Background: an optimization exercise with open tools, aiming at small area, a short achievable clock period and few clock cycles. Do not read the settings as production practice.
At most, simulation tests tie the RTL to the original design; equivalence was not proved.

==> 11-22 <==
==> flow/design.v (excerpt) <==
module motion_search_top #(
  parameter int SImgSize = 19,
  parameter int RImgSize = 4,
  parameter int PeNum    = 8    
) (
  input  logic   clk_i,
  input  logic   rst_ni,
  input  logic   start_i,
  input  sad_pkg::pixel_t smem_rdata_i,
  input  sad_pkg::pixel_t ref_rdata_i,
  output sad_pkg::saddr_t smem_raddr_o,
  output sad_pkg::raddr_t ref_raddr_o,
  output logic   busy_o,
  output logic   finish_o,
  output sad_pkg::sad_t   min_sad_o,
  output sad_pkg::saddr_t min_addr_o
);
  logic          ref_load;
  logic          accept;
  logic          cand_vld;
  logic          cand_last;
  sad_pkg::sum_t sum;
  sad_scan_decode #(
    .SImgSize(SImgSize),
    .RImgSize(RImgSize),
    .Tail    (4)
  ) i_decode (
    .clk_i       (clk_i),
    .rst_ni      (rst_ni),
    .start_i     (start_i),
    .finish_i    (finish_o),
    .busy_o      (busy_o),
    .smem_raddr_o(smem_raddr_o),
    .ref_raddr_o (ref_raddr_o),
    .ref_load_o  (ref_load),
    .accept_o    (accept),
    .cand_vld_o  (cand_vld),
    .cand_last_o (cand_last)
  );
  sad_pe_array #(
    .SImgSize(SImgSize),
    .RImgSize(RImgSize)
  ) i_execute (
    .clk_i       (clk_i),
    .accept_i    (accept),
    .ref_load_i  (ref_load),
    .search_pix_i(smem_rdata_i),
    .ref_pix_i   (ref_rdata_i),
    .sum_o       (sum)
  );
  sad_min_select #(
    .SImgSize(SImgSize),
    .RImgSize(RImgSize),
    .Latency (4)
  ) i_result (
    .clk_i      (clk_i),
    .rst_ni     (rst_ni),
    .accept_i   (accept),
    .cand_vld_i (cand_vld),
    .cand_last_i(cand_last),
    .sum_i      (sum),
    .raddr_i    (smem_raddr_o),
    .finish_o   (finish_o),
    .min_sad_o  (min_sad_o),
    .min_addr_o (min_addr_o)
  );
endmodule
export LEC_CHECK = 0
export ABC_AREA = 1
export CAP_MARGIN = 20
export CORE_MARGIN = 2
export CORE_UTILIZATION = 70
export CTS_CLUSTER_DIAMETER = 60
export CTS_CLUSTER_SIZE = 30
export GPL_TIMING_DRIVEN = 0
export SLEW_MARGIN = 20
export SETUP_SLACK_MARGIN = 7.0
create_clock -name core_clock -period 10.0 [get_ports {clk_i}]
standard.sh (not shown) runs the stock make flow with config.mk's settings and CLKGATE_MAP_FILE= SYNTH_SCRIPT=/design/flow/synth_recipe.tcl, a recipe that flattens the netlist after the stock synthesis.
==> flow/flow/run.sh <==
#!/bin/bash
set -euo pipefail
MARGIN=$(cat flow/margin.txt)
echo "export SETUP_SLACK_MARGIN = $MARGIN" >> config.mk
bash standard.sh > standard.log 2>&1
==> flow/flow/margin.txt <==
7.0
==> 06-08 (differences from 11-22) <==
==> flow/design.v (replaced) <==
package sad_pkg;
  localparam int PixelWidth = 8;
  localparam int SadWidth   = 17;   
  localparam int SumWidth   = 12;   
  localparam int SAddrWidth = 10;   
  localparam int RAddrWidth = 8;
  typedef logic [PixelWidth-1:0] pixel_t;
  typedef logic [SadWidth-1:0] sad_t;
  typedef logic [SumWidth-1:0] sum_t;
  typedef logic [SAddrWidth-1:0] saddr_t;
  typedef logic [RAddrWidth-1:0] raddr_t;
endpackage
`timescale 1ns/1ns
module sad_scan_decode #(
  parameter int SImgSize = 19,
  parameter int RImgSize = 4
) (
  input  logic   clk_i,
  input  logic   rst_ni,
  input  logic   start_i,
  input  logic   finish_i,
  output logic   busy_o,
  output sad_pkg::saddr_t smem_raddr_o,
  output sad_pkg::raddr_t ref_raddr_o,
  output logic   ref_load_o,    
  output logic   accept_o,      
  output logic   cand_vld_o,    
  output logic   cand_last_o    
);
  localparam int PixNum = SImgSize * SImgSize;
  localparam int RefNum = RImgSize * RImgSize;
  localparam int AddrW  = $clog2(PixNum);
  localparam int RefW   = $clog2(RefNum);
  localparam int PosW   = $clog2(SImgSize);
  logic             active;   
  logic [AddrW-1:0] addr;
  logic [RefW-1:0]  raddr;
  logic [PosW-1:0]  col;      
  logic [PosW-1:0]  row;
  logic             col_ge;   
  logic             row_ge;   
  logic             col_last;
  logic             row_last;
  logic             accept;
  logic             issue;    
  assign accept   = start_i && !busy_o;
  assign issue    = accept || active;
  assign col_last = col == PosW'(SImgSize - 1);
  assign row_last = row == PosW'(SImgSize - 1);
  assign accept_o = accept && rst_ni;
  assign smem_raddr_o = sad_pkg::SAddrWidth'(addr);
  assign ref_raddr_o  = sad_pkg::RAddrWidth'(raddr);
  always_ff @(posedge clk_i) begin
    if (!rst_ni) begin
      busy_o      <= 1'b0;
      active      <= 1'b0;
      addr        <= '0;
      raddr       <= '0;
      col         <= '0;
      row         <= '0;
      col_ge      <= 1'b0;
      row_ge      <= 1'b0;
      ref_load_o  <= 1'b0;
      cand_vld_o  <= 1'b0;
      cand_last_o <= 1'b0;
    end else begin
      if (accept) begin
        busy_o <= 1'b1;
      end else if (finish_i) begin
        busy_o <= 1'b0;
      end
      ref_load_o  <= accept || (raddr != '0);
      cand_vld_o  <= issue && col_ge && row_ge;
      cand_last_o <= issue && col_last && row_last;
      if (accept || (raddr != '0)) begin
        raddr <= raddr + 1'b1;
      end
      if (issue) begin
        if (col_last && row_last) begin
          active <= 1'b0;
          addr   <= '0;
          col    <= '0;
          row    <= '0;
          col_ge <= 1'b0;
          row_ge <= 1'b0;
        end else begin
          active <= 1'b1;
          addr   <= addr + 1'b1;
          if (col_last) begin
            col    <= '0;
            col_ge <= 1'b0;
            row    <= row + 1'b1;
            if (row == PosW'(RImgSize - 2)) row_ge <= 1'b1;
          end else begin
            col <= col + 1'b1;
            if (col == PosW'(RImgSize - 2)) col_ge <= 1'b1;
          end
        end
      end
    end
  end
endmodule
`timescale 1ns/1ns
module sad_pe_array #(
  parameter int SImgSize = 19,
  parameter int RImgSize = 4
) (
  input  logic   clk_i,
  input  logic   ref_load_i,
  input  sad_pkg::pixel_t search_pix_i,
  input  sad_pkg::pixel_t ref_pix_i,
  output sad_pkg::sum_t   sum_o
);
  localparam int RefNum = RImgSize * RImgSize;
  localparam int LineLen = (RImgSize - 1) * SImgSize;
  sad_pkg::pixel_t ref_q  [RefNum];       
  sad_pkg::pixel_t pix_q;                 
  sad_pkg::pixel_t line_q [LineLen];      
  sad_pkg::pixel_t col_pix [RImgSize];    
  logic [8:0]      pair_q [RImgSize][2];  
  logic [9:0]      h0_q;
  logic [10:0]     h1_q;
  logic [11:0]     h2_q;
  function automatic logic [7:0] abs_diff(
    input logic [7:0] a,
    input logic [7:0] b
  );
    abs_diff = (a > b) ? a - b : b - a;
  endfunction
  always_ff @(posedge clk_i) begin
    if (ref_load_i) begin
      ref_q[0] <= ref_pix_i;
      for (int k = 1; k < RefNum; k++) ref_q[k] <= ref_q[k-1];
    end
  end
  always_ff @(posedge clk_i) begin
    pix_q     <= search_pix_i;
    line_q[0] <= pix_q;
    for (int k = 1; k < LineLen; k++) line_q[k] <= line_q[k-1];
  end
  always_comb begin
    for (int y = 0; y < RImgSize; y++) begin
      if (y == RImgSize - 1) col_pix[y] = pix_q;
      else col_pix[y] = line_q[(RImgSize - 1 - y) * SImgSize - 1];
    end
  end
  always_ff @(posedge clk_i) begin
    for (int x = 0; x < RImgSize; x++) begin
      for (int p = 0; p < 2; p++) begin
        pair_q[x][p] <=
          9'(abs_diff(col_pix[2*p],   ref_q[RefNum-1 - (4*(2*p)   + x)])) +
          9'(abs_diff(col_pix[2*p+1], ref_q[RefNum-1 - (4*(2*p+1) + x)]));
      end
    end
  end
  always_ff @(posedge clk_i) begin
    h0_q  <= 10'(pair_q[0][0]) + 10'(pair_q[0][1]);
    h1_q  <= 11'(h0_q) + 11'(pair_q[1][0]) + 11'(pair_q[1][1]);
    h2_q  <= 12'(h1_q) + 12'(pair_q[2][0]) + 12'(pair_q[2][1]);
    sum_o <= h2_q + 12'(pair_q[3][0]) + 12'(pair_q[3][1]);
  end
endmodule
`timescale 1ns/1ns
module sad_min_select #(
  parameter int SImgSize = 19,
  parameter int RImgSize = 4,
  parameter int Latency  = 4    
) (
  input  logic   clk_i,
  input  logic   rst_ni,
  input  logic   accept_i,
  input  logic   cand_vld_i,    
  input  logic   cand_last_i,
  input  sad_pkg::sum_t   sum_i,  
  output logic   finish_o,
  output sad_pkg::sad_t   min_sad_o,
  output sad_pkg::saddr_t min_addr_o
);
  localparam int Offset = (RImgSize - 1) * (SImgSize + 1);   
  localparam int CandW  = 9;
  logic [Latency-2:0] vld_q;
  logic [Latency-2:0] last_q;
  sad_pkg::sum_t      best_sad;
  logic [CandW-1:0]   best_addr;
  logic [CandW-1:0]   cand_addr;   
  assign min_sad_o  = sad_pkg::SadWidth'(best_sad);
  assign min_addr_o = sad_pkg::SAddrWidth'(best_addr);
  always_ff @(posedge clk_i) begin
    if (!rst_ni) begin
      vld_q    <= '0;
      last_q   <= '0;
      finish_o <= 1'b0;
    end else begin
      vld_q    <= {vld_q[Latency-3:0], cand_vld_i};
      last_q   <= {last_q[Latency-3:0], cand_last_i};
      finish_o <= last_q[Latency-2];
    end
  end
  always_ff @(posedge clk_i) begin
    if (accept_i) begin
      best_sad  <= '1;   
      cand_addr <= CandW'(1 - Latency - Offset);
    end else begin
      cand_addr <= cand_addr + 1'b1;
      if (vld_q[Latency-2] && (sum_i < best_sad)) begin
        best_sad  <= sum_i;
        best_addr <= cand_addr;
      end
    end
  end
endmodule
`timescale 1ns/1ns
module motion_search_top #(
  parameter int SImgSize = 19,
  parameter int RImgSize = 4,
  parameter int PeNum    = 16
) (
  input  logic   clk_i,
  input  logic   rst_ni,
  input  logic   start_i,
  input  sad_pkg::pixel_t smem_rdata_i,
  input  sad_pkg::pixel_t ref_rdata_i,
  output sad_pkg::saddr_t smem_raddr_o,
  output sad_pkg::raddr_t ref_raddr_o,
  output logic   busy_o,
  output logic   finish_o,
  output sad_pkg::sad_t   min_sad_o,
  output sad_pkg::saddr_t min_addr_o
);
  logic          ref_load;
  logic          accept;
  logic          cand_vld;
  logic          cand_last;
  sad_pkg::sum_t sum;
  sad_scan_decode #(
    .SImgSize(SImgSize),
    .RImgSize(RImgSize)
  ) i_decode (
    .clk_i       (clk_i),
    .rst_ni      (rst_ni),
    .start_i     (start_i),
    .finish_i    (finish_o),
    .busy_o      (busy_o),
    .smem_raddr_o(smem_raddr_o),
    .ref_raddr_o (ref_raddr_o),
    .ref_load_o  (ref_load),
    .accept_o    (accept),
    .cand_vld_o  (cand_vld),
    .cand_last_o (cand_last)
  );
  sad_pe_array #(
    .SImgSize(SImgSize),
    .RImgSize(RImgSize)
  ) i_execute (
    .clk_i       (clk_i),
    .ref_load_i  (ref_load),
    .search_pix_i(smem_rdata_i),
    .ref_pix_i   (ref_rdata_i),
    .sum_o       (sum)
  );
  sad_min_select #(
    .SImgSize(SImgSize),
    .RImgSize(RImgSize),
    .Latency (4)
  ) i_result (
    .clk_i      (clk_i),
    .rst_ni     (rst_ni),
    .accept_i   (accept),
    .cand_vld_i (cand_vld),
    .cand_last_i(cand_last),
    .sum_i      (sum),
    .finish_o   (finish_o),
    .min_sad_o  (min_sad_o),
    .min_addr_o (min_addr_o)
  );
endmodule
==> flow/run.sh (new file) <==
#!/bin/bash
# synth_recipe.tcl (not shown) runs the flow's synth.tcl, then flattens the netlist and writes it again
# the make line also repeats each setting of config.mk as NAME=value (left out here)
make -C /OpenROAD-flow-scripts/flow DESIGN_CONFIG=/design/flow/config.mk WORK_HOME=/design/flow/orfs CLKGATE_MAP_FILE= SYNTH_SCRIPT=/design/flow/synth_recipe.tcl finish
==> flow/config.mk (replaced) <==
export PLATFORM = sky130hd
export DESIGN_NAME = motion_search_top
export DESIGN_NICKNAME = motion_search_top
export VERILOG_FILES = /design/flow/design.v
export SDC_FILE = /design/flow/constraint.sdc
export NUM_CORES = 4
export LEC_CHECK = 0
export CAP_MARGIN = 20
export CORE_MARGIN = 2
export CORE_UTILIZATION = 40
export SLEW_MARGIN = 20
removed: flow/flow/run.sh
removed: flow/flow/margin.txt
removed: flow/standard.sh
==> qor.csv <==
metric,value,unit
crit_path_end_kind,output pin,
outcome,finished clean,
netlist_instances,2502,
vias,17590,
cts_buffers,43,
clk_share,0.04752,
That was 11-22.
==> qor.csv <==
metric,value,unit
vias,19590,
pwr.group.clock,3.06,mW
clk_share,0.07534,
ios,66,
outcome,finished clean,
crit_path_end_kind,flop,
netlist_instances,2820,
cts_buffers,80,
That was 06-08.
Testbench counts of 11-22, summed over its fixed seeds: cycles 23,416.
Function not checked in 06-08: the RTL went through the layout flow alone.

[separate check: timing with driven ports]
In the flow no input, the clock included, has a driving cell. The finished layouts below were timed again as built, in two steps. Step 1: set_driving_cell puts a clkbuf_16 on clk_i and a buf_2 on each other input, an assumption about the parent block. Step 2 times the ports against the registers' clock, not the clock port: input delays grow and output delays shrink by t, the midpoint of the rising clock arrivals with the driver on. Three values: ideal ports, drivers, drivers and shift; two values: the first two.
run | t, ns | setup WS [ns] | hold WS [ns] | worst setup path after step 2
11-22 | 0.655 | 6.837 / 6.784 / 6.418 | 0.302 / 0.302 / 0.302 | input to register
06-08 | 0.672 | 5.727 / 5.727 / 5.727 | 0.315 / 0.315 / 0.315 | register to register
After both steps setup and hold are still met in every run listed. The setup slack of 11-22, which loses most, moves by -0.053 ns with the drivers and by -0.419 ns with both steps.
